Source: an optimization exercise on an open RTL-to-GDS flow (aim: small area). Production flows keep margins and buffers that such runs may drop.
Only simulation tests tie the RTL to the original design; equivalence was not proved.
Power and IR drop assume default switching activity.

File: design.v
package akr_pkg;
    localparam int TIME_BITS   = 48;
    localparam int NUM_AXES    = 6;
    localparam int NUM_ENTRIES = 10;
    localparam int ENTRY_BITS  = 4;
    localparam int AXIS_BITS   = 3;
    localparam int LEVEL_BITS  = 16;
    localparam int KEY_BITS    = 3;
    localparam int CFG_BITS    = 16;
    localparam int CFG_IDX_BITS = 3;
    localparam int OUTQ_DEPTH    = 4;
    localparam int OUTQ_PTR_BITS = 2;
    localparam int INQ_DEPTH     = 2;
    localparam logic [CFG_IDX_BITS-1:0] CFG_STICK_PRESS   = 3'd0;
    localparam logic [CFG_IDX_BITS-1:0] CFG_STICK_RELEASE = 3'd1;
    localparam logic [CFG_IDX_BITS-1:0] CFG_TRIG_PRESS    = 3'd2;
    localparam logic [CFG_IDX_BITS-1:0] CFG_TRIG_RELEASE  = 3'd3;
    localparam logic [CFG_IDX_BITS-1:0] CFG_REPEAT_DELAY  = 3'd4;
    localparam logic [CFG_IDX_BITS-1:0] CFG_REPEAT_PERIOD = 3'd5;
    localparam logic [CFG_BITS-1:0] RST_STICK_PRESS   = 16'd16000;
    localparam logic [CFG_BITS-1:0] RST_STICK_RELEASE = 16'd9000;
    localparam logic [CFG_BITS-1:0] RST_TRIG_PRESS    = 16'd20000;
    localparam logic [CFG_BITS-1:0] RST_TRIG_RELEASE  = 16'd8000;
    localparam logic [CFG_BITS-1:0] RST_REPEAT_DELAY  = 16'd400;
    localparam logic [CFG_BITS-1:0] RST_REPEAT_PERIOD = 16'd140;
    localparam logic [KEY_BITS-1:0] KEY_LEFT  = 3'd0;
    localparam logic [KEY_BITS-1:0] KEY_RIGHT = 3'd1;
    localparam logic [KEY_BITS-1:0] KEY_UP    = 3'd2;
    localparam logic [KEY_BITS-1:0] KEY_DOWN  = 3'd3;
    localparam logic [KEY_BITS-1:0] KEY_PRIOR = 3'd4;
    localparam logic [KEY_BITS-1:0] KEY_NEXT  = 3'd5;
    typedef struct packed {
        logic [CFG_BITS-1:0] stick_press;
        logic [CFG_BITS-1:0] stick_release;
        logic [CFG_BITS-1:0] trig_press;
        logic [CFG_BITS-1:0] trig_release;
        logic [CFG_BITS-1:0] repeat_delay;
        logic [CFG_BITS-1:0] repeat_period;
    } cfg_t;
    typedef struct packed {
        logic                         is_tick;
        logic [AXIS_BITS-1:0]         axis;
        logic signed [LEVEL_BITS-1:0] level;
        logic [TIME_BITS-1:0]         time_ms;
    } op_t;
    typedef struct packed {
        logic [ENTRY_BITS-1:0] entry_index;
        logic [KEY_BITS-1:0]   key_code;
        logic                  is_release;
        logic                  last_of_run;
    } result_t;
    typedef struct packed {
        logic [AXIS_BITS-1:0] axis;
        logic                 negative;
        logic [KEY_BITS-1:0]  key;
        logic                 trigger;
    } entry_def_t;
    function automatic entry_def_t entry_def(input logic [ENTRY_BITS-1:0] idx);
        entry_def_t d;
        unique case (idx)
            4'd0:    d = {3'd0, 1'b1, KEY_LEFT, 1'b0};
            4'd1:    d = {3'd0, 1'b0, KEY_RIGHT, 1'b0};
            4'd2:    d = {3'd1, 1'b1, KEY_UP, 1'b0};
            4'd3:    d = {3'd1, 1'b0, KEY_DOWN, 1'b0};
            4'd4:    d = {3'd2, 1'b1, KEY_LEFT, 1'b0};
            4'd5:    d = {3'd2, 1'b0, KEY_RIGHT, 1'b0};
            4'd6:    d = {3'd3, 1'b1, KEY_UP, 1'b0};
            4'd7:    d = {3'd3, 1'b0, KEY_DOWN, 1'b0};
            4'd8:    d = {3'd4, 1'b0, KEY_PRIOR, 1'b1};
            4'd9:    d = {3'd5, 1'b0, KEY_NEXT, 1'b1};
            default: d = {3'd0, 1'b0, KEY_LEFT, 1'b0};
        endcase
        entry_def = d;
    endfunction
endpackage
module analog_axis_key_repeater_top (
    input  logic                                  clk,
    input  logic                                  rst_n,
    input  logic                                  push,
    output logic                                  full,
    input  logic                                  cmd,
    input  logic [akr_pkg::AXIS_BITS-1:0]         axis_number,
    input  logic signed [akr_pkg::LEVEL_BITS-1:0] axis_level,
    input  logic [akr_pkg::TIME_BITS-1:0]         time_ms,
    input  logic                                  cfg_we,
    input  logic [akr_pkg::CFG_IDX_BITS-1:0]      cfg_addr,
    input  logic [akr_pkg::CFG_BITS-1:0]          cfg_wdata,
    output logic                                  empty,
    input  logic                                  pop,
    output logic [akr_pkg::ENTRY_BITS-1:0]        entry_index,
    output logic [akr_pkg::KEY_BITS-1:0]          key_code,
    output logic                                  is_release,
    output logic                                  last_of_run
);
    logic [15:0] c_sp, c_sr, c_tp, c_tr, c_dl, c_pd;
    logic [5:0]  cw;
    always_ff @(posedge clk or negedge rst_n)
    begin
        if (!rst_n)
        begin
            cw <= 6'd0;
        end
        else if (cfg_we && (cfg_addr[2:1] != 2'b11))
        begin
            cw[cfg_addr] <= 1'b1;
        end
    end
    always_ff @(posedge clk)
    begin
        if (cfg_we)
        begin
            case (cfg_addr)
                3'd0: c_sp <= cfg_wdata;
                3'd1: c_sr <= cfg_wdata;
                3'd2: c_tp <= cfg_wdata;
                3'd3: c_tr <= cfg_wdata;
                3'd4: c_dl <= cfg_wdata;
                3'd5: c_pd <= cfg_wdata;
                default: ;
            endcase
        end
    end
    logic [2:0] lo;
    logic       hi;
    logic [1:0] w;
    logic       wend;
    logic       dig0;
    assign wend = hi && (lo == 3'd5);
    always_ff @(posedge clk or negedge rst_n)
    begin
        if (!rst_n)
        begin
            lo <= 3'd0;
            hi <= 1'b0;
            w <= 2'd0;
        end
        else
        begin
            lo <= (lo == 3'd5) ? 3'd0 : lo + 3'd1;
            if (lo == 3'd5) hi <= !hi;
            if (wend) w <= w + 2'd1;
        end
    end
    logic       ini;        
    logic       busy;       
    logic       tick;       
    logic [2:0] sc;         
    logic [9:0] fired;      
    logic [9:0] held;
    logic       idle;
    logic       take;
    logic       start;
    logic       tick_acc;
    logic       upd_acc;
    logic       last_win;
    assign idle     = !busy && (fired == 10'd0);
    assign full     = !(wend && (fired == 10'd0) && (busy ? ini && sc[0] : !ini));
    assign take     = push && !full;
    assign tick_acc = take && cmd;
    assign upd_acc  = take && !cmd && (axis_number[2:1] != 2'b11);
    assign start    = tick_acc || upd_acc || (ini && idle && wend && push);
    assign last_win = wend && (tick ? (sc == 3'd7) : ini ? sc[0] : (sc == 3'd3));
    always_ff @(posedge clk or negedge rst_n)
    begin
        if (!rst_n)
        begin
            ini  <= 1'b1;
            busy <= 1'b0;
            tick <= 1'b0;
        end
        else
        begin
            if (busy && last_win)
            begin
                busy <= 1'b0;
                ini  <= 1'b0;
            end
            if (start)
            begin
                busy <= 1'b1;
                tick <= tick_acc;
            end
        end
    end
    always_ff @(posedge clk)
    begin
        if (start) sc <= 3'd0;
        else if (wend) sc <= sc + 3'd1;
    end
    logic [47:0] nr;
    logic [3:0]  ndig;
    logic [47:0] ld;
    assign ndig = nr[47:44];
    assign ld   = ({48{tick_acc}} & time_ms)
                | {16'd0, {4{1'b0, {3{upd_acc}} & axis_number}}, {16{upd_acc}} & axis_level};
    always_ff @(posedge clk)
    begin
        nr <= {nr[43:0], busy ? nr[47:44] : 4'd0};
        if (tick_acc || upd_acc)
        begin
            for (int i = 0; i < 11; i++) nr[47-4*i -: 4] <= nr[43-4*i -: 4] | ld[4*i +: 4];
            nr[3:0] <= ld[47:44];
        end
    end
    logic        acar;
    logic [4:0]  asum;
    logic [2:0]  ax;
    logic        upd;               
    logic        pos, rel, trig;
    logic        inva, invb, cin0, usez;
    logic [3:0]  thd;               
    logic        cz;                
    logic        as, bs, s16, c17, s17, zero, cmpw, shv;
    logic        sh_s, sh_t;
    logic [9:0]  pb, rb;            
    assign ax   = nr[30:28];
    assign upd  = busy && !tick;
    assign pos  = sc[0] && !ini;
    assign rel  = sc[1] && !ini;
    assign trig = ini ? sc[0] : ax[2];
    assign inva = pos && rel;
    assign invb = pos && !rel;
    assign cin0 = pos;
    assign usez = !pos && !rel;
    logic [15:0] thr, thc;
    logic        thw;
    always_comb
    begin
        case ({rel, trig})
            2'b00:   begin thr = c_sp; thc = akr_pkg::RST_STICK_PRESS;   thw = cw[0]; end
            2'b01:   begin thr = c_tp; thc = akr_pkg::RST_TRIG_PRESS;    thw = cw[2]; end
            2'b10:   begin thr = c_sr; thc = akr_pkg::RST_STICK_RELEASE; thw = cw[1]; end
            default: begin thr = c_tr; thc = akr_pkg::RST_TRIG_RELEASE;  thw = cw[3]; end
        endcase
        case (lo[1:0])
            2'd0:    thd = thw ? thr[3:0]   : thc[3:0];
            2'd1:    thd = thw ? thr[7:4]   : thc[7:4];
            2'd2:    thd = thw ? thr[11:8]  : thc[11:8];
            default: thd = thw ? thr[15:12] : thc[15:12];
        endcase
    end
    assign as   = nr[47] ^ inva;        
    assign bs   = invb;
    assign s16  = as ^ bs ^ asum[4];
    assign c17  = (as & bs) | (as & asum[4]) | (bs & asum[4]);
    assign s17  = as ^ bs ^ c17;
    assign zero = !cz && (asum[3:0] == 4'd0) && !s16 && !s17;
    assign cmpw = usez ? (s17 || zero) : !s17;
    always_ff @(posedge clk)
    begin
        cz <= ((lo != 3'd0) && cz) || (asum[3:0] != 4'd0);
    end
    assign shv  = ini ? !lo[2] && cmpw || lo[2] : cmpw;
    assign sh_s = upd && (ini ? (sc == 3'd0) && ((lo == 3'd3) || (hi && lo[2]))
                              : !hi && (lo == 3'd3));
    assign sh_t = upd && (ini ? (sc == 3'd1) && !hi && ((lo == 3'd3) || (lo == 3'd4))
                              : !hi && (lo == 3'd3) && pos);
    logic [3:0] sb [0:3];
    logic [1:0] tb [0:1];
    always_ff @(posedge clk)
    begin
        for (int k = 0; k < 4; k++)
        begin
            if (sh_s && (ini || (ax == 3'(k)))) sb[k] <= {sb[k][2:0], shv};
        end
        for (int k = 0; k < 2; k++)
        begin
            if (sh_t && (ini || (ax == 3'(4 + k)))) tb[k] <= {tb[k][0], shv};
        end
    end
    for (genvar k = 0; k < 4; k++)
    begin : g_sb
        assign pb[2*k]   = sb[k][3];
        assign pb[2*k+1] = sb[k][2];
        assign rb[2*k]   = sb[k][1];
        assign rb[2*k+1] = sb[k][0];
    end
    assign pb[8] = tb[0][1];
    assign rb[8] = tb[0][0];
    assign pb[9] = tb[1][1];
    assign rb[9] = tb[1][0];
    logic [191:0] fr;
    logic [3:0]   fdig;
    logic [3:0]   sdig;
    logic         pass2;
    logic [2:0]   en, ep;           
    logic         due;
    logic         hn, hp, cn, cp;   
    logic         fn, fp, wn, wp;   
    logic         rpt;              
    assign pass2 = busy && tick && sc[2];
    assign fdig  = fr[191:188];
    assign dig0  = !hi && (lo == 3'd0);
    assign en  = {w, 1'b0};
    assign ep  = {w, 1'b1};
    assign due = fired[en];
    assign hn  = held[en];
    assign hp  = held[ep];
    assign cn  = hn ? rb[en] : pb[en];
    assign cp  = hp ? rb[ep] : pb[ep];
    assign fn  = hn ? (cn || due) : cn;
    assign fp  = hp ? (cp || due) : cp;
    assign wn  = hn ? (!cn && due) : cn;
    assign wp  = hp ? (!cp && due) : cp;
    assign rpt = wn ? hn : hp;
    logic [3:0]  sd_dl, sd_pd, rd;
    logic [15:0] rst_st;
    always_comb
    begin
        case (lo[1:0])
            2'd0: begin sd_dl = c_dl[3:0];   sd_pd = c_pd[3:0];   end
            2'd1: begin sd_dl = c_dl[7:4];   sd_pd = c_pd[7:4];   end
            2'd2: begin sd_dl = c_dl[11:8];  sd_pd = c_pd[11:8];  end
            default: begin sd_dl = c_dl[15:12]; sd_pd = c_pd[15:12]; end
        endcase
    end
    assign rst_st = rpt ? akr_pkg::RST_REPEAT_PERIOD : akr_pkg::RST_REPEAT_DELAY;
    always_comb
    begin
        case (lo[1:0])
            2'd0: rd = rst_st[3:0];
            2'd1: rd = rst_st[7:4];
            2'd2: rd = rst_st[11:8];
            default: rd = rst_st[15:12];
        endcase
    end
    assign sdig = (hi || lo[2]) ? 4'd0
                : (rpt ? (cw[5] ? sd_pd : rd) : (cw[4] ? sd_dl : rd));
    logic [3:0] aa, ab;
    logic       ac;
    assign aa   = upd ? ndig ^ {4{inva}} : ndig;
    assign ab   = upd ? thd ^ {4{invb}} : pass2 ? sdig : ~fdig;
    assign ac   = upd ? ((lo == 3'd0) ? cin0 : acar) : pass2 ? (!dig0 && acar) : (dig0 || acar);
    assign asum = {1'b0, aa} + {1'b0, ab} + {4'd0, ac};
    always_ff @(posedge clk)
    begin
        acar <= asum[4];
        fr   <= {fr[187:0], (pass2 && (wn || wp)) ? asum[3:0] : fdig};
    end
    logic       out;
    logic [9:0] below;      
    logic [9:0] lsb;
    logic       t8, t9;
    assign out = !busy && (fired != 10'd0);
    assign t8  = held[8] ? rb[8] : pb[8];
    assign t9  = held[9] ? rb[9] : pb[9];
    always_ff @(posedge clk or negedge rst_n)
    begin
        if (!rst_n)
        begin
            fired <= 10'd0;
            held  <= 10'd0;
        end
        else
        begin
            if (busy && tick && wend)
            begin
                if (sc[2])
                begin
                    fired[en] <= fn;
                    fired[ep] <= fp;
                    held[en]  <= hn ^ cn;
                    held[ep]  <= hp ^ cp;
                end
                else
                begin
                    fired[en] <= asum[4];
                end
                if (sc == 3'd4)
                begin
                    fired[8] <= t8;
                    held[8]  <= held[8] ^ t8;
                    fired[9] <= t9;
                    held[9]  <= held[9] ^ t9;
                end
            end
            if (out && pop) fired <= fired & ~lsb;
        end
    end
    assign below[0] = 1'b0;
    for (genvar i = 1; i < 10; i++)
    begin : g_below
        assign below[i] = below[i-1] | fired[i-1];
    end
    assign lsb   = fired & ~below;
    assign empty = !out;
    assign entry_index = {lsb[8] | lsb[9],
                          lsb[4] | lsb[5] | lsb[6] | lsb[7],
                          lsb[2] | lsb[3] | lsb[6] | lsb[7],
                          lsb[1] | lsb[3] | lsb[5] | lsb[7] | lsb[9]};
    assign key_code    = {lsb[8] | lsb[9],
                          lsb[2] | lsb[3] | lsb[6] | lsb[7],
                          lsb[1] | lsb[3] | lsb[5] | lsb[7] | lsb[9]};
    assign is_release  = |(lsb & ~held);
    assign last_of_run = ((fired & below) == 10'd0);
endmodule
File: flow/run.sh
#!/bin/bash
# Own layout flow: the standard ORFS flow, with two changes:
#  - ports are buffered with the smallest buffer (buf_1) instead of the default choice;
#  - clock tree synthesis uses clkbuf_16 clusters of up to 32 sinks and inserts no dummy loads.
# Each tool's output goes to the ORFS logs under orfs/logs; make's output to standard.log.
export BUFFER_PORTS_ARGS="-buffer_cell sky130_fd_sc_hd__buf_1"
export CTS_ARGS="-sink_clustering_enable -repair_clock_nets -buf_list sky130_fd_sc_hd__clkbuf_16 -sink_clustering_size 32 -sink_clustering_max_diameter 80 -dont_use_dummy_load"
bash standard.sh > standard.log 2>&1
File: standard.sh
#!/bin/bash
# synth_recipe.tcl (not shown) runs the flow's synth.tcl, then flattens the netlist and writes it again
# the make line also repeats each setting of config.mk as NAME=value (left out here)
make -C /OpenROAD-flow-scripts/flow DESIGN_CONFIG=/design/flow/config.mk WORK_HOME=/design/flow/orfs CLKGATE_MAP_FILE= SYNTH_SCRIPT=/design/flow/synth_recipe.tcl "${@:-finish}"
File: config.mk
export PLATFORM = sky130hd
export DESIGN_NAME = analog_axis_key_repeater_top
export DESIGN_NICKNAME = analog_axis_key_repeater_top
export VERILOG_FILES = /design/flow/design.v
export SDC_FILE = /design/flow/constraint.sdc
export NUM_CORES = 4
export LEC_CHECK = 0
export CAP_MARGIN = 20
export CORE_MARGIN = 2
export CORE_UTILIZATION = 40
export SLEW_MARGIN = 20
File: constraint.sdc
create_clock -name core_clock -period 10.0 [get_ports {clk}]
set_input_delay 2.0000 -clock core_clock [delete_from_list [all_inputs] [get_ports {clk}]]
set_output_delay 2.0000 -clock core_clock [all_outputs]
set_load 0.01 [all_outputs]
==> impl_summary.log, run 1 <==
INFO  metric initialDrtViolationCount = 703
INFO  metric final_layout_fill_cell_count = 3,006
INFO  metric drt_pre_antenna_iters = 8
INFO  metric layout_net_count = approximately 1,200
INFO  metric achievable-frequency = 184 MHz
INFO  metric wire_length_of_the_first_global_routing_pass = 41,200 um
INFO  metric rsz0062_at_grt = false
INFO  metric die_area = 0.0345 sq mm
INFO  metric area.sequential = 0.00927 sq mm
INFO  metric grt_start_max_net_pins = 50
INFO  metric layout_commonest_cell = dfxtp_1
INFO  metric synthFlopType = dfxtp_1
INFO  metric hp-class = flip-flop to flip-flop
INFO  metric tightest_slew = 973 ps
INFO  metric coreArea = 0.0325 sq mm
INFO  metric die-width = 186 um
INFO  metric launching_element_type_of_the_critical_path = flip-flop
INFO  metric post_synth_fa_ha_maj_area_fraction = under 10%
INFO  metric syn_to_final_growth = 9.10%
INFO  metric final-max-slew-violation-count = 0
INFO  metric power_density = between 200 and 250 mW/mm^2
INFO  metric ys.warnings.count = 3
INFO  metric fin_skew = 79.8 ps
INFO  metric globalplace.congestion = 0.853
INFO  metric multiInputGateArea = ~0.0036 sq mm
INFO  metric fin_crit = between 5000 and 6000 ps
INFO  metric clock_insertion_delay_worst_skew = 530 ps
INFO  metric grt_antenna_before_repair = 0
INFO  metric critPathMaxFanout = 19
INFO  metric totalPowerFinal = 3.37 mW
INFO  metric vdd_ir_drop_max = 0.116 mV
INFO  metric critical_path_slowest_stage_cell = dfstp_2
INFO  metric worst-endpoint-arrival = 5790 ps
INFO  metric synth_compound_area_share = 11.9%
INFO  metric synth_top_family_by_area = compound AO/OA/AOI/OAI gates
INFO  metric mostFrequentLayoutCells = dfxtp_1 (245), edfxtp_1 (116), buf_1 (101)
INFO  metric outcome = finished clean
INFO  metric count_of_final_hold_check_violations = 0
INFO  metric required = 10,350 ps
INFO  metric i_o_pins = slightly above 100
INFO  metric muxShareOfSynthArea = 3.66%
INFO  metric postCtsSetupBuffers = 0
INFO  metric yosys.area_share.simple = 7.79%
INFO  metric overall_fraction_of_global_route_tracks_in_use = ~15%
INFO  metric postSynthRegisterBits = 396
INFO  metric clk_buf_depth = 3
INFO  metric power.leakage = 5.39 nW
INFO  metric avgViaCountPerCell = 5.16
INFO  metric clock_power_share = 23.1%
INFO  metric combPwrFrac = 21.9%
INFO  metric drcViolationCount = 0
INFO  metric post_synth_num_cell_types = 77
INFO  metric cts-resized-gates = 0
INFO  metric syn_nets = 1,101
INFO  metric syn-instance-count = 981
INFO  metric antennaDiodeCount = 0
INFO  metric critical_path.max_stage_delay = 730 ps
INFO  metric critical_path_start_end_classification = flip-flop to flip-flop
INFO  metric worst_slew_margin_rel = 35.2%
INFO  metric cts_inserted_buffers = 18
INFO  metric cts.sinks = 396
INFO  metric critical_path.endpoint_type = flip-flop
INFO  metric p_int = 2.40 mW
INFO  metric synth_async_sr_flop_share = 8.84%
INFO  metric post-route-period-util = 54.4%
INFO  metric num_rows = 66
INFO  metric numPortBuffers = 102
INFO  metric routed_wirelength = 26,500 um
INFO  metric cts_htree_levels = 1
INFO  metric drtAntennaViolNets = 0
INFO  metric vias_in_the_first_global_route = 7,352
INFO  metric critPathMostFrequentCell = fa_1
INFO  metric synth-xor-area-share = less than 1%
INFO  metric clk_pin_slew = about 110 ps
INFO  metric drive_gt1_share = 4.72%
INFO  metric setup_violations = 0
INFO  metric tritoncts_clock_tree = yes
INFO  metric post_drt_wl_per_cell = 17.6 um
INFO  metric synth_edf_count = 116
INFO  metric routed-via-count = 7,741
INFO  metric worstPathCellList = mux2_2, inv_1, ha_1, a222oi_1, buf_4, a311o_2, o311a_1, a21oi_1, or4_1, o211ai_1, fa_1, fa_1, nor2b_1, o21ai_0, nand2b_1, nor3_1, o41ai_1, a31o_2
INFO  metric total_switching_power = 972 uW
INFO  metric cts-root-buf = clkbuf_16
INFO  metric setup_total_negative_slack = 0 ps
INFO  metric seq_power_share = 55.0%
INFO  metric maxCapViolations = 0
INFO  metric y_dimension_of_the_die = approximately 190 um
INFO  metric yosysSeqAreaShare = 70.2%
INFO  metric dpl.hpwl = 18,400 um
INFO  metric mean_instance_size_in_the_synthesized_netlist = 13.4 sq um
INFO  metric post_synth_instance_area = around 0.013 sq mm
INFO  metric start_util = 40.5%
INFO  metric ctsHoldBuffers = 0
INFO  metric swShare = 28.8%
INFO  metric grt-ovfl-total = 0
-- state kept, by name (all words and copies together) (netlist names), 16 cells and up --
signal and count:
fr 192, nr 48, c_dl 16, c_pd 16
c_sp 16, c_sr 16, c_tp 16, c_tr 16
sb 16
-- metrics by stage --
step / instances / instance area [sq um] / worst slack, ps / util (%) / hold WS [ps]
finish: 1501 / 14400 / 4560 / 44.2 / 301
global route: 1501 / 14400 / 4250 / 44.2 / 311
global placement: 1482 / 13900 / 4770 / 42.8 / 311
floorplan: 981 / 13200 / 5310 / - / 310
CTS: 1500 / 14400 / 4560 / 44.2 / 301
detailed placement: 1482 / 13900 / 4630 / 42.8 / 312
-- layer usage --
layer  global-route usage [%]  vias to the layer above  part of all wire [%]
li1                         -                     3707                     -
met1                     22.6                     3816                    49
met2                     24.1                      193                    45
met3                     1.90                       25                   5.0
met4                     2.93                        0                   1.6
met5                        0                        -                     0
-- cell families (layout without fill, tap and decap cells) --
group | Yosys count | count (layout)
AOI/OAI and AO/OA | 215 | 215
DFF | 396 | 396
xor gates and xnor gates | 13 | 13
and+or+nand+nor | 212 | 212
muxes | 35 | 35
buffers and inverters | 80 | 158
adders and majority gates | 30 | 30
-- worst max-delay path, delay by kind of cell (launching register included) --
kind	cells	cell delay (ps)
AND/OR/NAND/NOR	4	550
multiplexers	1	430
flip-flops	1	730
buffers and inverters	2	360
AO/OA/AOI/OAI	8	1680
adder cells (fa/ha/maj)	3	1530
-- cell usage after synthesis, drive strengths merged, types with 3 or more instances --
master / number / area (sq um)
mux2i: 19 / 190
nor3: 18 / 90.1
mux2: 6 / 67.6
dfrtp: 34 / 851
nor2: 50 / 188
nand4: 5 / 31.3
xnor2: 11 / 96.3
a41o: 3 / 30.0
nor2b: 8 / 50.1
nor3b: 6 / 50.1
nor4: 3 / 33.8
a221oi: 4 / 35.0
mux4: 10 / 225
o211ai: 8 / 60.1
a22oi: 6 / 45.0
o31ai: 4 / 30.0
nand2: 68 / 255
edfxtp: 116 / 3480
clkbuf: 23 / 86.3
o21bai: 4 / 30.0
and2: 6 / 37.5
a32o: 7 / 70.1
and3: 7 / 43.8
a222oi: 10 / 100
nand3: 19 / 95.1
inv: 32 / 120
a31oi: 7 / 43.8
o21ai: 40 / 204
a22o: 10 / 87.6
ha: 26 / 325
dfxtp: 245 / 4900
nand2b: 12 / 75.1
a21oi: 38 / 190
a211oi: 6 / 45.0
buf: 24 / 139
a221o: 23 / 230
a21o: 22 / 165
-- power by group through the flow --
stage / Combinational [mW] / Sequential [mW] / Clock (mW)
finish: 0.737 / 1.86 / 0.779
global placement: 0.722 / 1.89 / 0
floorplan: 0.582 / 1.84 / 0
detailed placement: 0.736 / 1.89 / 0
CTS: 0.742 / 1.86 / 0.806
global route: 0.821 / 1.87 / 0.857
-- area by class of cell --
type / instances / area share [%]
clock buffers: 18 / 3.13
inverters: 33 / 0.861
multi-input cells: 505 / 24.9
flip-flops and latches: 396 / 64.4
well taps: 442 / 3.84
repair buffers: 107 / 2.93
-- worst paths after layout --
| kind | depth (start not counted) | endpoint | start | slack [ps] |
|---|---|---|---|---|
| max | 18 | sb[2][0] | ini | 4560 |
| min | 0 | fr[25] | fr[21] | 300 |
| max reg2reg | 18 | sb[2][0] | ini | 4560 |
| min reg2reg | 0 | fr[25] | fr[21] | 300 |
| max in group asynchronous | 1 | fired[9] | rst_n | 7750 |
| min in group asynchronous | 1 | held[5] | rst_n | 1610 |
==> run 2, diff against run 1 <==
--- a/flow/run.sh
+++ b/flow/run.sh
@@ -6,3 +6,3 @@
 export BUFFER_PORTS_ARGS="-buffer_cell sky130_fd_sc_hd__buf_1"
-export CTS_ARGS="-sink_clustering_enable -repair_clock_nets -buf_list sky130_fd_sc_hd__clkbuf_16 -sink_clustering_size 32 -sink_clustering_max_diameter 80 -dont_use_dummy_load"
+export CTS_ARGS="-sink_clustering_enable -repair_clock_nets -buf_list sky130_fd_sc_hd__clkbuf_16 -sink_clustering_size 36 -sink_clustering_max_diameter 60 -dont_use_dummy_load"
 bash standard.sh > standard.log 2>&1
--- a/config.mk
+++ b/config.mk
@@ -9,3 +9,3 @@
 export CORE_MARGIN = 2
-export CORE_UTILIZATION = 40
+export CORE_UTILIZATION = 60
 export SLEW_MARGIN = 20
==> impl_summary.log, run 2 <==
INFO  metric dpl.hpwl = 17,300 um (-5.9%)
INFO  metric initialDrtViolationCount = 584 (-17%)
INFO  metric fin_crit = 5490 ps (+58.3 ps)
INFO  metric power_density = 242 mW/mm^2 (+3.3%)
INFO  metric maxCapViolations = 0 (unchanged)
INFO  metric clk_buf_depth = 3 (unchanged)
INFO  metric clk_pin_slew = 120 ps (about the same)
INFO  metric i_o_pins = 103 (unchanged)
INFO  metric required = 10,310 ps (-40 ps)
INFO  metric hp-class = flip-flop to flip-flop
INFO  metric syn_nets = 1,101 (unchanged)
INFO  metric post-route-period-util = 54.9% (+0.58 points)
INFO  metric synth_async_sr_flop_share = 8.84% (unchanged)
INFO  metric finished_layout_cells = 1,343 (-11%)
INFO  metric critPathMaxFanout = 19 (unchanged)
INFO  metric critical_path.endpoint_type = flip-flop
INFO  metric rsz0062_at_grt = false
INFO  metric post_drt_wl_per_cell = 18.8 um (+6.5%)
INFO  metric largest_reg_flops = 192 (unchanged)
INFO  metric cts.sinks = 396 (unchanged)
INFO  metric count_of_final_hold_check_violations = 0 (unchanged)
INFO  metric die_area = 0.0232 sq mm (-33%)
INFO  metric postSynthRegisterBits = 396 (unchanged)
INFO  metric post-synth-top-area-cell = dfxtp_1
INFO  metric max_flop_register = fr
INFO  metric drcViolationCount = 0 (unchanged)
INFO  metric die-width = 152 um (-18%)
INFO  metric drt_pre_antenna_iters = 5 (-3)
INFO  metric cts_inserted_buffers = 24 (+6)
INFO  metric grt-ovfl-total = 0 (unchanged)
INFO  metric globalplace.congestion = 0.856 (+0.38%)
INFO  metric numPortBuffers = 102 (unchanged)
INFO  metric power.leakage = 5.45 nW (+1.1%)
INFO  metric coreArea = 0.0217 sq mm (-33%)
INFO  metric routed-via-count = 7,723 (-0.23%)
INFO  metric antennaDiodeCount = 0 (unchanged)
INFO  metric ctsHoldBuffers = 0 (unchanged)
INFO  metric wire_length_of_the_first_global_routing_pass = 40,100 um (-2.6%)
INFO  metric stdcell_area = 0.0143 sq mm (-0.43%)
INFO  metric ys.warnings.count = 3 (unchanged)
INFO  metric placement.cell_area = 0.0137 sq mm (-1.5%)
INFO  metric num_rows = 54 (-18%)
INFO  metric largestRegisters = fr: 192 flops, nr: 48 flops
INFO  metric synth_edf_count = 116 (unchanged)
INFO  metric final-max-slew-violation-count = 0 (unchanged)
INFO  metric hold_depth = 0 (unchanged)
INFO  metric min_delay_worst_endpoint = fr[188]
INFO  metric cts-root-buf = clkbuf_16
INFO  metric grt_antenna_before_repair = 0 (unchanged)
INFO  metric drive_gt1_share = 5.27% (+0.55 points)
INFO  metric syn_to_final_growth = 8.63%
INFO  metric y_dimension_of_the_die = 152 um (-18%)
INFO  metric area_share_of_the_largest_cell_type_after_synthesis = 37.2% (unchanged)
INFO  metric achievable-frequency = 182 MHz (-1.1%)
INFO  metric mostFrequentLayoutCells = dfxtp_1 (245), edfxtp_1 (116), buf_1 (101)
INFO  metric clock_insertion_delay_worst_skew = 550 ps (+20 ps)
INFO  metric postLayoutCoreUtil = 66.1% (+22 points)
INFO  metric synth_top_cells_by_area = dfxtp_1 (37%), edfxtp_1 (26%), dfrtp_1 (6.4%), ha_1 (2.5%), nand2_1 (1.9%)
INFO  metric worst_slew_margin_rel = 38.9% (+3.7 points)
INFO  metric avgViaCountPerCell = 5.75 (+12%)
INFO  metric layout_commonest_cell = dfxtp_1
INFO  metric pre_cts_ws = 4590 ps (-38.3 ps)
INFO  metric syn-instance-count = 981 (unchanged)
INFO  metric postCtsSetupBuffers = 0 (unchanged)
INFO  metric tritoncts_clock_tree = yes
INFO  metric rr_endpoint = tb[1][0]
INFO  metric dp_cells = 1,319 (-11%)
INFO  metric hold_path_startpoint = fr[184]
INFO  metric worst-r2r-setup-slack = 4510 ps (-60 ps)
INFO  metric overall_fraction_of_global_route_tracks_in_use = 21.5% (+6.3 points)
INFO  metric final_critical_path_setup_slack = 4510 ps (-58.3 ps)
INFO  metric fin_skew = 69.0 ps (-10.9 ps)
INFO  metric post_synth_num_cell_types = 77 (unchanged)
INFO  metric vias_in_the_first_global_route = 7,391 (+0.53%)
INFO  metric critical_path_start_end_classification = flip-flop to flip-flop
INFO  metric worst-r2r-cell-count = 18 (unchanged)
INFO  metric routed_wirelength = 25,200 um (-4.7%)
INFO  metric timing.hold.ws = 274 ps (-27.5 ps)
INFO  metric setup_total_negative_slack = 0 ps (unchanged)
INFO  metric outcome = finished clean
INFO  metric synthFlopType = dfxtp_1
INFO  metric post_synth_instance_area = 0.0132 sq mm (unchanged)
INFO  metric layout_net_count = 1,185 (+0.34%)
INFO  metric mean_instance_size_in_the_synthesized_netlist = 13.4 sq um (unchanged)
INFO  metric grt_start_max_net_pins = 50 (unchanged)
INFO  metric yosys.cell_count.top_type = dfxtp_1
INFO  metric totalPowerFinal = 3.47 mW (+2.9%)
INFO  metric launching_element_type_of_the_critical_path = flip-flop
INFO  metric rr_startpoint = ini
INFO  metric vdd_ir_drop_max = 0.178 mV (+53%)
INFO  metric cts_htree_levels = 1 (unchanged)
INFO  metric cts-resized-gates = 0 (unchanged)
INFO  metric setup_violations = 0 (unchanged)
INFO  metric worst-endpoint-arrival = 5810 ps (+20 ps)
INFO  metric drtAntennaViolNets = 0 (unchanged)
INFO  metric tightest_slew = 917 ps (-55.6 ps)
INFO  metric yosysSeqAreaShare = 70.2% (unchanged)
INFO  metric post_synth_most_frequent_cells = dfxtp_1 (245), edfxtp_1 (116), nand2_1 (68)
INFO  metric start_util = 60.8% (+20 points)
==> run 2: cell counts after synthesis <==
Identical to the previous run, type by type.
==> run 2: final cells by class <==
type,instances,area [sq um]
clock buffers,24,601
inverters,33,124
fillers,1668,7360
repair buffers,105,407
flip-flops and latches,396,9270
well taps,280,350
multi-input cells,505,3580
==> run 2: per-layer routing <==
layer | share of wire (%) | vias to the layer above | track usage, %
met4 | 2.5 | 0 | 5.61
met1 | 48 | 3719 | 32.6
li1 | - | 3723 | -
met3 | 5.1 | 38 | 3.10
met2 | 44 | 243 | 33.1
met5 | 0 | - | 0
==> run 2: cell families (layout without fill, tap and decap cells) <==
| kind of cell | Yosys count | count (layout) | share of synthesized area (%) |
|---|---|---|---|
| DFF | 396 | 396 | 70.2 |
| AOI/OAI and AO/OA | 215 | 215 | 11.9 |
| and+or+nand+nor | 212 | 212 | 7.79 |
| buffers and inverters | 80 | 162 | 2.65 |
| muxes | 35 | 35 | 3.66 |
| adders and majority gates | 30 | 30 | 2.92 |
| xor gates and xnor gates | 13 | 13 | 0.863 |
==> run 2: report_power, final <==
| group | leakage [nW] | switching (mW) | internal (mW) |
|---|---|---|---|
| clock | 0.296 | 0.460 | 0.425 |
| sequential | 3.48 | 0.0859 | 1.77 |
| combinational | 1.67 | 0.422 | 0.308 |
| total | 5.45 | 0.968 | 2.50 |
==> run 2: worst max-delay path, cell delays in order, from the launching register on <==
cell and delay (ps):
dfstp_2 720, mux2_2 430, inv_1 110, ha_1 610
a222oi_1 230, buf_4 240, a311o_2 360, o311a_1 120
a21oi_1 200, or4_1 140, o211ai_1 120, fa_1 460
fa_1 420, nor2b_1 110, o21ai_0 100, nand2b_1 220
nor3_1 80, o41ai_1 360, a31o_2 260
==> run 2: worst max-delay path by stage <==
| stage | from | end | slack, ps |
|---|---|---|---|
| 4_1_cts | ini | tb[0][0] | 4530 |
| 2_1_floorplan | ini | sb[0][0] | 5310 |
| 5_1_grt | ini | tb[0][0] | 4190 |
| 3_3_place_gp | ini | sb[1][0] | 4720 |
| 6_report | ini | tb[1][0] | 4510 |
| 3_5_place_dp | ini | sb[1][0] | 4590 |

==> port drivers added, routing unchanged <==
Ports are ideal in the flow. The routed layouts listed here were re-timed in OpenROAD.
Step 1, drivers: a clkbuf_16 drives clk and a buf_2 each remaining input, both assumed.
Step 2 adds t to the input delays and takes it off the output delays; t is the mean of the earliest and latest rising clock arrival at the registers after step 1. Input paths then give back, and output paths get back, about the clock's delay inside the block.
Slacks: ideal / step 1 / step 2; pairs: ideal / step 1.
run | t, ns | setup slack, ns | worst hold slack (ns) | cell pins on the clock port's net
run 1 | 0.536 | 4.565 / 4.565 / 4.565 | 0.301 / 0.301 / 0.301 | 1
run 2 | 0.566 | 4.506 / 4.506 / 4.506 | 0.274 / 0.274 / 0.274 | 1
After both steps every run listed still meets setup and hold.
